This is an optimization exercise on Yosys and OpenROAD, whose aim is small area, not a production implementation. Only simulation tests tie the RTL to the original design; equivalence was not proved. Power is estimated from default activity; no workload was simulated.

===== design/flow/run.sh =====
#!/bin/bash
# synth_recipe.tcl (not shown) runs the flow's synth.tcl, then flattens the netlist and writes it again
# the make line also repeats each setting of config.mk as NAME=value (left out here)
make -C /OpenROAD-flow-scripts/flow DESIGN_CONFIG=/design/flow/config.mk WORK_HOME=/design/flow/orfs CLKGATE_MAP_FILE= SYNTH_SCRIPT=/design/flow/synth_recipe.tcl finish

===== design/flow/config.mk =====
export PLATFORM = sky130hd
export DESIGN_NAME = regfile_sb
export DESIGN_NICKNAME = regfile_sb
export VERILOG_FILES = /design/flow/design.v
export SDC_FILE = /design/flow/constraint.sdc
export NUM_CORES = 4
export LEC_CHECK = 0
export CAP_MARGIN = 20
export CORE_MARGIN = 2
export CORE_UTILIZATION = 40
export SETUP_SLACK_MARGIN = 0.2
export SLEW_MARGIN = 20

===== design/flow/constraint.sdc =====
create_clock -name core_clock -period 8.0 [get_ports {clk}]
set_input_delay 1.6000 -clock core_clock [delete_from_list [all_inputs] [get_ports {clk}]]
set_output_delay 1.6000 -clock core_clock [all_outputs]
set_load 0.01 [all_outputs]

===== design/flow/design.v =====
module regfile_sb #(
    parameter int DATA_W   = 32,
    parameter int ADDR_W   = 5,
    parameter bit ZERO_REG = 1'b1
) (
    input  logic              clk,
    input  logic              reset_n,
    input  logic [ADDR_W-1:0] rd_addr_a,
    output logic [DATA_W-1:0] rd_data_a,
    output logic              pend_a,
    input  logic [ADDR_W-1:0] rd_addr_b,
    output logic [DATA_W-1:0] rd_data_b,
    output logic              pend_b,
    input  logic              wr_en,
    input  logic [ADDR_W-1:0] wr_addr,
    input  logic [DATA_W-1:0] wr_data,
    input  logic              rsv_en,
    input  logic [ADDR_W-1:0] rsv_addr,
    input  logic              clr_req,
    output logic              clr_busy
);
    localparam int DEPTH = 2 ** ADDR_W;
    localparam logic [0:0] S_IDLE  = 1'b0;
    localparam logic [0:0] S_CLEAR = 1'b1;
    logic [DEPTH-1:0][DATA_W-1:0] mem_q, mem_d;
    logic [DEPTH-1:0]             pend_q, pend_d;
    logic [0:0]                   state_q, state_d;
    logic [ADDR_W-1:0]            idx_q, idx_d;
    logic                         busy;
    logic                         wr_ok;
    logic                         rsv_ok;
    assign busy     = (state_q == S_CLEAR);
    assign clr_busy = busy;
    assign wr_ok  = wr_en && !busy &&
                    !(ZERO_REG && (wr_addr == '0));
    assign rsv_ok = rsv_en && !busy &&
                    !(ZERO_REG && (rsv_addr == '0));
    always_comb begin
        rd_data_a = mem_q[rd_addr_a];
        if (ZERO_REG && (rd_addr_a == '0)) begin
            rd_data_a = '0;
        end else if (wr_ok && (wr_addr == rd_addr_a)) begin
            rd_data_a = wr_data;
        end
    end
    always_comb begin
        rd_data_b = mem_q[rd_addr_b];
        if (ZERO_REG && (rd_addr_b == '0)) begin
            rd_data_b = '0;
        end else if (wr_ok && (wr_addr == rd_addr_b)) begin
            rd_data_b = wr_data;
        end
    end
    assign pend_a = pend_q[rd_addr_a];
    assign pend_b = pend_q[rd_addr_b];
    always_comb begin
        mem_d   = mem_q;
        pend_d  = pend_q;
        state_d = state_q;
        idx_d   = idx_q;
        if (busy) begin
            mem_d[idx_q]  = '0;
            pend_d[idx_q] = 1'b0;
            idx_d         = idx_q + 1'b1;
            if (idx_q == ADDR_W'(DEPTH - 1)) begin
                state_d = S_IDLE;
                idx_d   = '0;
            end
        end else begin
            if (clr_req) begin
                state_d = S_CLEAR;
                idx_d   = '0;
            end
            if (wr_ok) begin
                mem_d[wr_addr]  = wr_data;
                pend_d[wr_addr] = 1'b0;
            end
            if (rsv_ok) begin
                pend_d[rsv_addr] = 1'b1;
            end
        end
    end
    always_ff @(posedge clk or negedge reset_n) begin
        if (!reset_n) begin
            mem_q   <= '0;
            pend_q  <= '0;
            state_q <= S_IDLE;
            idx_q   <= '0;
        end else begin
            mem_q   <= mem_d;
            pend_q  <= pend_d;
            state_q <= state_d;
            idx_q   <= idx_d;
        end
    end
endmodule

==> metrics.md <==
| Metric | Value |
|---|---|
| Outcome | `complete, no violations` |
| GP Congestion | `1.08` |
| Clk pin slew, worst setup/hold paths | `0.06 ns` |
| Port Buf Inserts | `123` |
| Layout area overhead | `15.4%` |
| Layout Skew | `0.0497 ns` |
| Chip width | `397 um` |
| Wire per inst | `between 40 and 50 um` |
| Leak | `0.0288 uW` |
| Multi-input gate area | `0.0332 mm2` |
| Via density per instance | `just under 8` |
| Share of cells above drive strength 1 | `0.221` |
| EDFF count, synth | `0` |
| Hpwl dp | `about 240,000 um` |
| Grt ovf | `0` |
| Min Tclk post-route | `7.83 ns` |
| Nets | `5,530` |
| Max-cap violations | `0` |
| Post-synthesis instance total | `5,443` |
| Initial antenna violation count | `41` |
| Crit start category | `primary input` |
| Max IR drop VDD | `0.378 mV` |
| Vias in the first global route | `between 50,000 and 60,000` |
| Drt first pass iters | `9` |
| Synth Area per Inst | `11.4 um2` |
| Critical Path AT | `6.23 ns` |
| Buffers and inverters on the worst path | `7` |
| Die area | `0.158 mm2` |
| Ys flop type | `dfrtp_1` |
| Setup Fix Bufs, Post-CTS | `0` |
| Largest stage delay on the critical path | `0.75 ns` |
| Critical-path top delay cell | `a2111oi_4` |
| Hold Crit Class | `reg -> reg` |
| Worst Setup End Kind | `output pin` |
| Rows | `144` |
| Fillers | `14,100` |
| Worst-path fanout max | `20` |
| Unique masters post-synth | `just under 100` |
| Total Routed Length | `~370,000 um` |
| Top cell by count, worst path | `buf_4` |
| CTS Hold Buffers Added | `0` |
| Global-route wire length before repair | `about 490,000 um` |
| Vias | `60,200` |
| RSZ-0062 raised after global routing | `no` |
| Setup TNS | `0 ns` |
| #FFs+latches synth | `approximately 1,100` |
| Achievable frequency | `128 MHz` |
| Slew Limit Fails | `0` |
| Total track usage | `0.458` |
| CTS buffer count | `118` |
| Critical path class | `in -> out` |
| Syn nets | `5,510` |
| Register Area | `0.0266 mm2` |
| Max-slew headroom | `0.0444` |
| CTS sink cnt | `1,062` |
| Core area | `0.154 mm2` |
| TritonCTS clock tree | `yes` |
| Post-synthesis sequential area ratio | `0.430` |
| Root buf cell | `clkbuf_16` |
| Ys async rst share | `1.00` |
| CP top delay family | `buffers and inverters` |
| Final hold viol count | `0` |
| # DRC | `0` |
| Clock Tree Buf Depth | `3` |
| Final setup violation count | `0` |
| Most frequent cells in the layout | `dfrtp_1, mux4_2, nand2_1, o21ai_0, buf_4` |
| Tot Pwr | `21,800 uW` |
| Initial DRC count | `10,600` |
| Final period util | `0.978` |
| Die Y | `a little under 400 um` |
| Synth warn | `1` |
| Worst skew pair latency | `0.81 ns` |
| ANT nets after route | `0` |
| Slew @ Worst Pin | `1.42 ns` |
| CP Cell Sequence | `clkdlybuf4s50_1 > inv_1 > ha_1 > inv_1 > nor3_1 > ha_1 > buf_4 > nor3b_2 > and2_1 > a21oi_4 > buf_4 > o21a_1 > a2111oi_4 > buf_4 > clkdlybuf4s50_1` |
| H-tree depth | `3` |
| Pwr/cell area | `306 mW/mm2` |
| Worst EP required | `6.40 ns` |
| IO Pins | `124` |
| Largest net degree at the start of global routing | `176` |
| Mapped Area | `0.0618 mm2` |
| Post-CTS sizing | `0` |
| Effective utilization at floorplan | `0.402` |
| Commonest non-fill, non-tap cell in the layout | `dfrtp_1` |
power breakdown:
part,switching [uW],internal [uW],total [uW]
Combinational,5200,2820,8020
Sequential,1350,6670,8020
Clock,2580,3230,5810
Total,9120,12700,21800
cells by family (layout without fill, tap and decap cells):
family | count (synthesis) | in the layout | synth area share
AOI/OAI and AO/OA | 1692 | 1692 | 0.205
and+or+nand+nor | 1184 | 1184 | 0.0887
DFF | 1062 | 1062 | 0.430
muxes | 756 | 756 | 0.225
buffers and inverters | 718 | 837 | 0.0463
xor gates and xnor gates | 21 | 21 | 0.00310
adders and majority gates | 10 | 10 | 0.00202
other | 0 | 48 | 0
cells in the mapped netlist, drive strengths merged, types with 19 or more instances:
| cell | count | area (um2) |
|---|---|---|
| nand2b | 19 | 119 |
| o21ai | 348 | 1750 |
| clkbuf | 406 | 1520 |
| nand4 | 45 | 282 |
| nand2 | 508 | 1910 |
| inv | 141 | 529 |
| a22o | 220 | 1930 |
| o2bb2ai | 262 | 2290 |
| a2111oi | 25 | 234 |
| a21oi | 119 | 596 |
| o21a | 28 | 210 |
| nor3 | 67 | 370 |
| and3 | 34 | 213 |
| dfrtp | 1062 | 26600 |
| nor2b | 21 | 131 |
| and2 | 42 | 263 |
| a32o | 57 | 571 |
| a2bb2o | 28 | 280 |
| mux2i | 239 | 2390 |
| o31ai | 24 | 180 |
| a32oi | 29 | 254 |
| o22ai | 87 | 544 |
| mux4 | 508 | 11400 |
| a22oi | 221 | 1660 |
| nand3 | 156 | 781 |
| nor2 | 217 | 822 |
| buf | 166 | 792 |
| o311ai | 78 | 683 |
registers in the layout, summed over array words and instances (netlist names):
signal and count:
idx_q 5, mem_q 1024, pend_q 32, state_q 1
cell type report:
type | count | share of cell area
well taps | 2044 | 0.0359
diodes | 48 | 0.00168
flip-flops and latches | 1062 | 0.373
inverters | 146 | 0.00770
clock inverters | 44 | 0.00686
repair buffers | 472 | 0.0600
multi-input cells | 3663 | 0.466
clock buffers | 175 | 0.0492
metal layers:
metal / track usage / vias up / wire length [um]
li1: - / 21400 / -
met1: 0.535 / 30500 / 120000
met2: 0.586 / 6416 / 140000
met3: 0.264 / 1944 / 65100
met4: 0.402 / 41 / 39900
met5: 0.0363 / - / 810
worst paths after layout:
kind	startpoint	end	slack (ns)	cells after the start
worst max-delay path	wr_addr[1]	rd_data_b[3]	0.17	15
worst min-delay path	mem_q[24]	mem_q[24]	0.51	1
worst max register to register	idx_q[0]	mem_q[251]	2.80	13
worst min register to register	mem_q[24]	mem_q[24]	0.51	1
max in group asynchronous	reset_n	mem_q[50]	5.32	3
min in group asynchronous	reset_n	mem_q[503]	0.88	1
metrics by stage:
stage | area, um2 | std cells | hold WS [ns] | setup slack (ns) | util
after global routing | 71200 | 7619 | 0.515 | 0.227 | 0.463
after CTS | 71000 | 7603 | 0.508 | 0.269 | 0.462
after detailed placement | 67100 | 7384 | 0.489 | 0.291 | 0.436
after floorplan | 61800 | 5443 | 0.462 | 1.34 | -
after global placement | 67000 | 7382 | 0.480 | -0.251 | 0.435
final | 71300 | 7654 | 0.508 | 0.173 | 0.464

[port drivers added, routing unchanged]
In the flow no input, the clock included, has a driving cell. The finished layout below was timed again as built, in two steps. Step 1 assumes that a clkbuf_16 drives the clock port and a buf_2 every other input. Step 2 moves the port delays by t, midway between the first and last clock arrival at a register: inputs arrive t later, outputs are due t later. That takes back most of the time a late clock gives input paths. Slacks: ideal / step 1 / step 2; pairs: ideal / step 1.
shift t [ns]: 0.865
setup WS [ns]: 0.173 / 0.096 / 0.096
worst setup path after step 2: input to output
clock arrival spread, ns: 0.055 / 0.055
After both steps this run still meets setup and hold. The setup slack of this run moves by -0.077 ns with the drivers and by -0.077 ns with both steps.
